This is an optimization exercise on Yosys and OpenROAD, whose aim is small area, not a production implementation. In this exercise RTL edits were held to simulation tests only and were not proved equivalent to the original.

== build 68 ==
==> flow/design.v (excerpt) <==
module io_input_conditioner #(
    parameter int N_SW            = 32,
    parameter int N_BTN           = 4,
    parameter int DEBOUNCE_CYCLES = 500000,
    parameter bit BTN_ACTIVE_LOW  = 1'b1
) (
    input  logic             i_clk,
    input  logic             i_rst,
    input  logic [N_SW-1:0]  i_sw_raw,
    input  logic [N_BTN-1:0] i_btn_raw,
    output logic [N_SW-1:0]  o_io_sw,
    output logic [N_BTN-1:0] o_io_btn,
    output logic [N_BTN-1:0] o_btn_press,
    output logic [N_BTN-1:0] o_btn_release,
    output logic             o_sw_change
);
    localparam int N = N_SW + N_BTN;
    logic [N-1:0]     stable;
    logic [N_BTN-1:0] press_q;
    logic [N_BTN-1:0] release_q;
    logic             sw_change_q;
    if (DEBOUNCE_CYCLES == 500000) begin : g_seq
        localparam int            CW       = 19;
        localparam int            TAP      = 11;
  ...
clock: 10.0 ns
lec_check: 0
cap_margin: 20
core_margin: 2
core_utilization: 40
slew_margin: 20
standard.sh (not shown) runs the stock make flow with config.mk's settings and CLKGATE_MAP_FILE= SYNTH_SCRIPT=/design/flow/synth_recipe.tcl, a recipe that flattens the netlist after the stock synthesis.
==> flow/flow/run.sh <==
#!/bin/bash
# Layout flow: the standard layout (standard.sh) with these changes:
#  1. The standard synthesis runs unchanged (standard.sh synth). mapgen.py then
#     keeps its flip-flops exactly and writes the logic between them again,
#     gate by gate, in the structure the RTL describes. eqcheck.sh proves the
#     new netlist equal to the standard one (flip-flops cut and paired by
#     name); if that proof or mapgen.py fails, the standard netlist is kept.
#  2. Port buffers are the smallest buffer cell (buf_1).
#  3. Clock tree: clkbuf_8 buffers, sink clusters of up to 20 within 50 um,
#     no dummy loads.
# Each tool's full output is kept in this folder: make_synth.log,
# mapgen.log, eqcheck_yosys.log, make_finish.log, and ORFS's own step logs
# under orfs/logs/.
set -uo pipefail
HERE=$(pwd)
source "$HERE/flow/knobs.sh"
R="$HERE/orfs/results/$FLOW_PLATFORM/io_input_conditioner/base"
export PLATFORM_LIB="$FLOW_HOME/platforms/$FLOW_PLATFORM/lib/sky130_fd_sc_hd__tt_025C_1v80.lib"

bash standard.sh synth > "$HERE/make_synth.log" 2>&1 || exit 1

cp "$R/1_2_yosys.v" "$HERE/standard_synth.v"
if python3 "$HERE/flow/mapgen.py" "$HERE/design.v" "$HERE/standard_synth.v" "$HERE/mapped.v" > "$HERE/mapgen.log" 2>&1 \
   && bash "$HERE/flow/eqcheck.sh" "$HERE/standard_synth.v" "$HERE/mapped.v" "$HERE" > "$HERE/eqcheck.log" 2>&1 \
   && grep -q EQUIV_OK "$HERE/eqcheck.log"; then
  echo "using mapped.v" >> "$HERE/mapgen.log"
  cp "$HERE/mapped.v" "$R/1_2_yosys.v"
  rm -f "$R/1_synth.odb" "$R/1_synth.sdc"
else
  echo "keeping the standard netlist" >> "$HERE/mapgen.log"
fi

bash standard.sh BUFFER_PORTS_ARGS="$BUFFER_PORTS_ARGS" CTS_ARGS="$CTS_ARGS" \
  "${EXTRA_MAKE[@]}" finish > "$HERE/make_finish.log" 2>&1
==> flow/flow/knobs.sh <==
BUFFER_PORTS_ARGS="-buffer_cell sky130_fd_sc_hd__buf_1"
CTS_ARGS="-sink_clustering_enable -repair_clock_nets -dont_use_dummy_load -buf_list sky130_fd_sc_hd__clkbuf_8 -sink_clustering_size 20 -sink_clustering_max_diameter 50"
EXTRA_MAKE=()
Other scripts of this flow, unchanged in this note and not shown: flow/flow/cut.py, flow/flow/eqcheck.sh, flow/flow/mapgen.py
The following lists how build 37 was set up differently from build 68:
Settings: CORE_UTILIZATION now 65, was 40; PLACE_DENSITY now 0.85, previously not set.
-- flow/flow/run.sh --
<<< build 68, line 9
#  3. Clock tree: clkbuf_8 buffers, sink clusters of up to 20 within 50 um,
#     no dummy loads.
# Each tool's full output is kept in this folder: make_synth.log,
# mapgen.log, eqcheck_yosys.log, make_finish.log, and ORFS's own step logs
# under orfs/logs/.
>>> build 37, line 9
==> flow/flow/knobs.sh <==
BUFFER_PORTS_ARGS="-buffer_cell sky130_fd_sc_hd__buf_1"
CTS_ARGS="-sink_clustering_enable -repair_clock_nets -dont_use_dummy_load -buf_list sky130_fd_sc_hd__clkbuf_8 -sink_clustering_size 21 -sink_clustering_max_diameter 70"
EXTRA_MAKE=()
[summary]
- Build 37 went all the way through synthesis, placement and routing and the layout is clean on timing, DRC and antenna.
- Delta (build 37 minus build 68): area of the die shrank by 21000 um^2; global-route usage increased by 7.1 points relative to the old numbers; post-detailed-route via-to-cell ratio grew by 0.57.
- Compared with build 68, in build 37 layout-stage area growth over the synthesis result -2.5 points, critical path arrival -0.11 ns, net count reported at finish -0.61%.
Inputs modified between build 37 and build 58:
Settings: CORE_UTILIZATION now 80, was 65; PLACE_DENSITY now 0.92, was 0.85.
-- flow/flow/run.sh --
<<< build 37, line 9
>>> build 58, line 9
#  3. Clock tree: clkbuf_8 buffers, sink clusters of up to 20 within 50 um,
#     no dummy loads.
# Each tool's full output is kept in this folder: make_synth.log,
# mapgen.log, eqcheck_yosys.log, make_finish.log, and ORFS's own step logs
# under orfs/logs/.
==> flow/flow/knobs.sh <==
BUFFER_PORTS_ARGS="-buffer_cell sky130_fd_sc_hd__buf_1"
CTS_ARGS="-sink_clustering_enable -repair_clock_nets -dont_use_dummy_load -buf_list sky130_fd_sc_hd__clkbuf_8 -sink_clustering_size 20 -sink_clustering_max_diameter 70"
EXTRA_MAKE=()
## What came out
Both conditions hold for build 58: the flow ran to the end and the final layout passed the timing, DRC and antenna checks. Compared with build 37, in build 58 die area went down by 6200 um^2; fmax roughly the same; final area held; worst hold slack now smaller. Relative to build 37, wire length has gone up in build 58. Going from build 37 to build 58, the count of placed standard cells including taps was found to have gone down by about 2.7%. Note that the die outline width recorded for build 58 amounts to 0.904 times the value seen in build 37. Re non-clock buffer count: build 58 is 1 up on build 37. Build 58 gives more critical path depth than build 37 did.

afterwards: timing with drivers on the ports:
Ports are ideal in the flow. The routed layouts listed here were re-timed in OpenROAD. Step 1: set_driving_cell puts a clkbuf_16 on i_clk and a buf_2 on each other input, an assumption about the parent block. Step 2 adds t to the input delays and takes it off the output delays; t is the mean of the earliest and latest rising clock arrival at the registers after step 1. Input paths then give back, and output paths get back, about the clock's delay inside the block. Slacks: no drivers / after step 1 / after step 2; pairs: no drivers / after step 1.
| run | t, ns | setup WS [ns] | cell pins on the clock port's net |
|---|---|---|---|
| build 68 | 0.694 | 6.434 / 6.456 / 5.762 | 1 |
| build 37 | 0.630 | 6.521 / 6.544 / 5.914 | 1 |
| build 58 | 0.613 | 6.522 / 6.549 / 5.936 | 1 |
After both steps every run listed still meets setup and hold. The setup slack of build 68, which loses most, moves by +0.022 ns with the drivers and by -0.672 ns with both steps.
